What follows belongs to an exercise in optimizing a design on an open flow for small area; a production flow would make more cautious choices.
Function was checked by simulation only, so behaviour that the tests miss may differ from the original.
Power and IR drop assume default switching activity. No driver is modelled on the clock port, so clocking that relies on it looks cheaper here than on a real chip.

build 10:
## clock_divider_multi
module clock_divider_multi
#(
  parameter int NUM_CH      = clock_divider_pkg::CDM_DEFAULT_NUM_CH,
  parameter int CH_IDX_W    = clock_divider_pkg::CDM_DEFAULT_CH_IDX_W,
  parameter int DIV_WIDTH   = clock_divider_pkg::CDM_DEFAULT_DIV_WIDTH,
  parameter int DEFAULT_DIV = clock_divider_pkg::CDM_DEFAULT_DIV
) (
  input  logic                 clk,
  input  logic                 rst,
  input  logic [NUM_CH-1:0]    en,
  input  logic                 cfg_valid,
  output logic                 cfg_ready,
  input  logic [CH_IDX_W-1:0]  cfg_ch,
  input  logic [DIV_WIDTH-1:0] cfg_div,
  input  logic [DIV_WIDTH-1:0] cfg_high,
  input  logic                 sync_req,
  output logic                 sync_busy,
  output logic [NUM_CH-1:0]    div_out,
  output logic [NUM_CH-1:0]    tick,
  output logic [NUM_CH-1:0]    pending
);
Settings: LEC_CHECK=0, CAP_MARGIN=20, CORE_MARGIN=2, CORE_UTILIZATION=65, SLEW_MARGIN=20; clock period 11.0 ns.
standard.sh (not shown) runs the stock make flow with config.mk's settings and CLKGATE_MAP_FILE= SYNTH_SCRIPT=/design/flow/synth_recipe.tcl, a recipe that flattens the netlist after the stock synthesis.
==> flow/flow/run.sh <==
#!/bin/bash
# The standard layout, with the port buffers made of the smallest buffer cell and a clock
# tree built without dummy loads.
set -e
export BUFFER_PORTS_ARGS="-buffer_cell sky130_fd_sc_hd__buf_1"
export CTS_ARGS="-sink_clustering_enable -repair_clock_nets -dont_use_dummy_load -sink_clustering_size 30 -sink_clustering_max_diameter 60 -buf_list sky130_fd_sc_hd__clkbuf_16"
bash standard.sh > standard.log 2>&1
Inputs modified between build 10 and build 66:
Settings: putting PLACE_DENSITY at 0.85 where nothing was set; putting CTS_CLUSTER_DIAMETER at 50 where nothing was set; swapping 65 for 75 in CORE_UTILIZATION; putting CTS_CLUSTER_SIZE at 40 where nothing was set; putting CTS_BUF_LIST at sky130_fd_sc_hd__clkbuf_16 where nothing was set.
==> flow/flow/run.sh <==
#!/bin/bash
# The standard layout, with the port buffers made of the smallest buffer cell.
set -e
export BUFFER_PORTS_ARGS="-buffer_cell sky130_fd_sc_hd__buf_1"
bash standard.sh > standard.log 2>&1
[summary]
Total power of build 66 is higher than that of build 10.
Build 10 → build 66: highest ir drop seen on vdd moved up; setup slack of the worst register-to-register path moved down; final hold slack moved up.
Final worst-path setup slack, build 10 and build 66: smaller value in build 66
Build 66 falls short of build 10 in total number of vias.
Total non-filler cell area in the finished layout was higher in build 66 than in build 10.
Build 10 -> build 66: clock tree buffer depth delta 0, exact match
Build 66 vs. build 10: final-layout clock-cell area share higher; total wire length after detailed routing higher.
[inputs] build 86 vs build 66
Settings: a change of CORE_UTILIZATION from 75 to 40; a change of CTS_CLUSTER_SIZE from 40 to 20; a deleted PLACE_DENSITY that had been 0.85.
Lower total power per unit cell area goes to build 86 over build 66.
The detailed placement HPWL in build 86 was higher than what build 66 gave.
Build 66 reports its uppermost layer routed as met5 while build 86 reports met4.
For power dissipated in sequential cells, build 66 and build 86 come out practically identical.
Total routing resource utilization after global routing down 17 points in build 86 wrt build 66
The following lists how build 62 was set up differently from build 86:
Settings: CORE_UTILIZATION now 65, was 40; CTS_CLUSTER_SIZE no longer set, was 20; GPL_TIMING_DRIVEN now 0, previously not set; CTS_BUF_LIST no longer set, was sky130_fd_sc_hd__clkbuf_16; CTS_CLUSTER_DIAMETER no longer set, was 50.
==> flow/flow/run.sh <==
#!/bin/bash
# The standard layout, with the port buffers made of the smallest buffer cell and a clock
# tree built without dummy loads.
set -e
export BUFFER_PORTS_ARGS="-buffer_cell sky130_fd_sc_hd__buf_1"
export CTS_ARGS="-sink_clustering_enable -repair_clock_nets -dont_use_dummy_load -sink_clustering_size 30 -sink_clustering_max_diameter 120 -buf_list sky130_fd_sc_hd__clkbuf_16"
bash standard.sh > standard.log 2>&1
## What came out
- Build 62 was carried through to the last stage, and its layout satisfied the timing, DRC and antenna checks.
- Going from build 86 to build 62, global-route met3 utilization picked up an extra 1.4 points, starting utilization of the core area picked up an extra 26 points, fraction of power spent switching nets lost 0.85 points.
- [build 62] ratio of final minimum period to clock period rose 6.4 points relative to build 86
- Of build 62 and build 86, the higher largest net degree at the start of global routing belongs to build 86.

==> afterwards: timing with drivers on the ports <==
The results above use ideal ports. As a check the final layouts listed here were re-extracted and re-timed, cells and wires unchanged. Step 1, drivers: a clkbuf_16 drives clk and a buf_2 each remaining input, both assumed. Step 2 also shifts input and output timing later by t, the mid clock arrival at the registers, as if the neighbouring blocks saw the same clock. a / b / c = ideal / step 1 / step 2; a / b = the first two.
| run | t (ns) | slack for setup (ns) | clock arrival spread, ns | slew at the worst register clock pin (ns) |
|---|---|---|---|---|
| build 10 | 0.621 | 3.296 / 3.327 / 2.707 | 0.045 / 0.045 | 0.10 / 0.10 |
| build 66 | 0.584 | 3.264 / 3.294 / 2.710 | 0.030 / 0.030 | 0.10 / 0.10 |
| build 86 | 0.595 | 3.262 / 3.293 / 2.697 | 0.028 / 0.027 | 0.08 / 0.08 |
| build 62 | 0.579 | 2.560 / 2.590 / 2.011 | 0.026 / 0.027 | 0.12 / 0.12 |
After both steps every run listed still meets setup and hold. The setup slack of build 10, which loses most, moves by +0.031 ns with the drivers and by -0.589 ns with both steps.
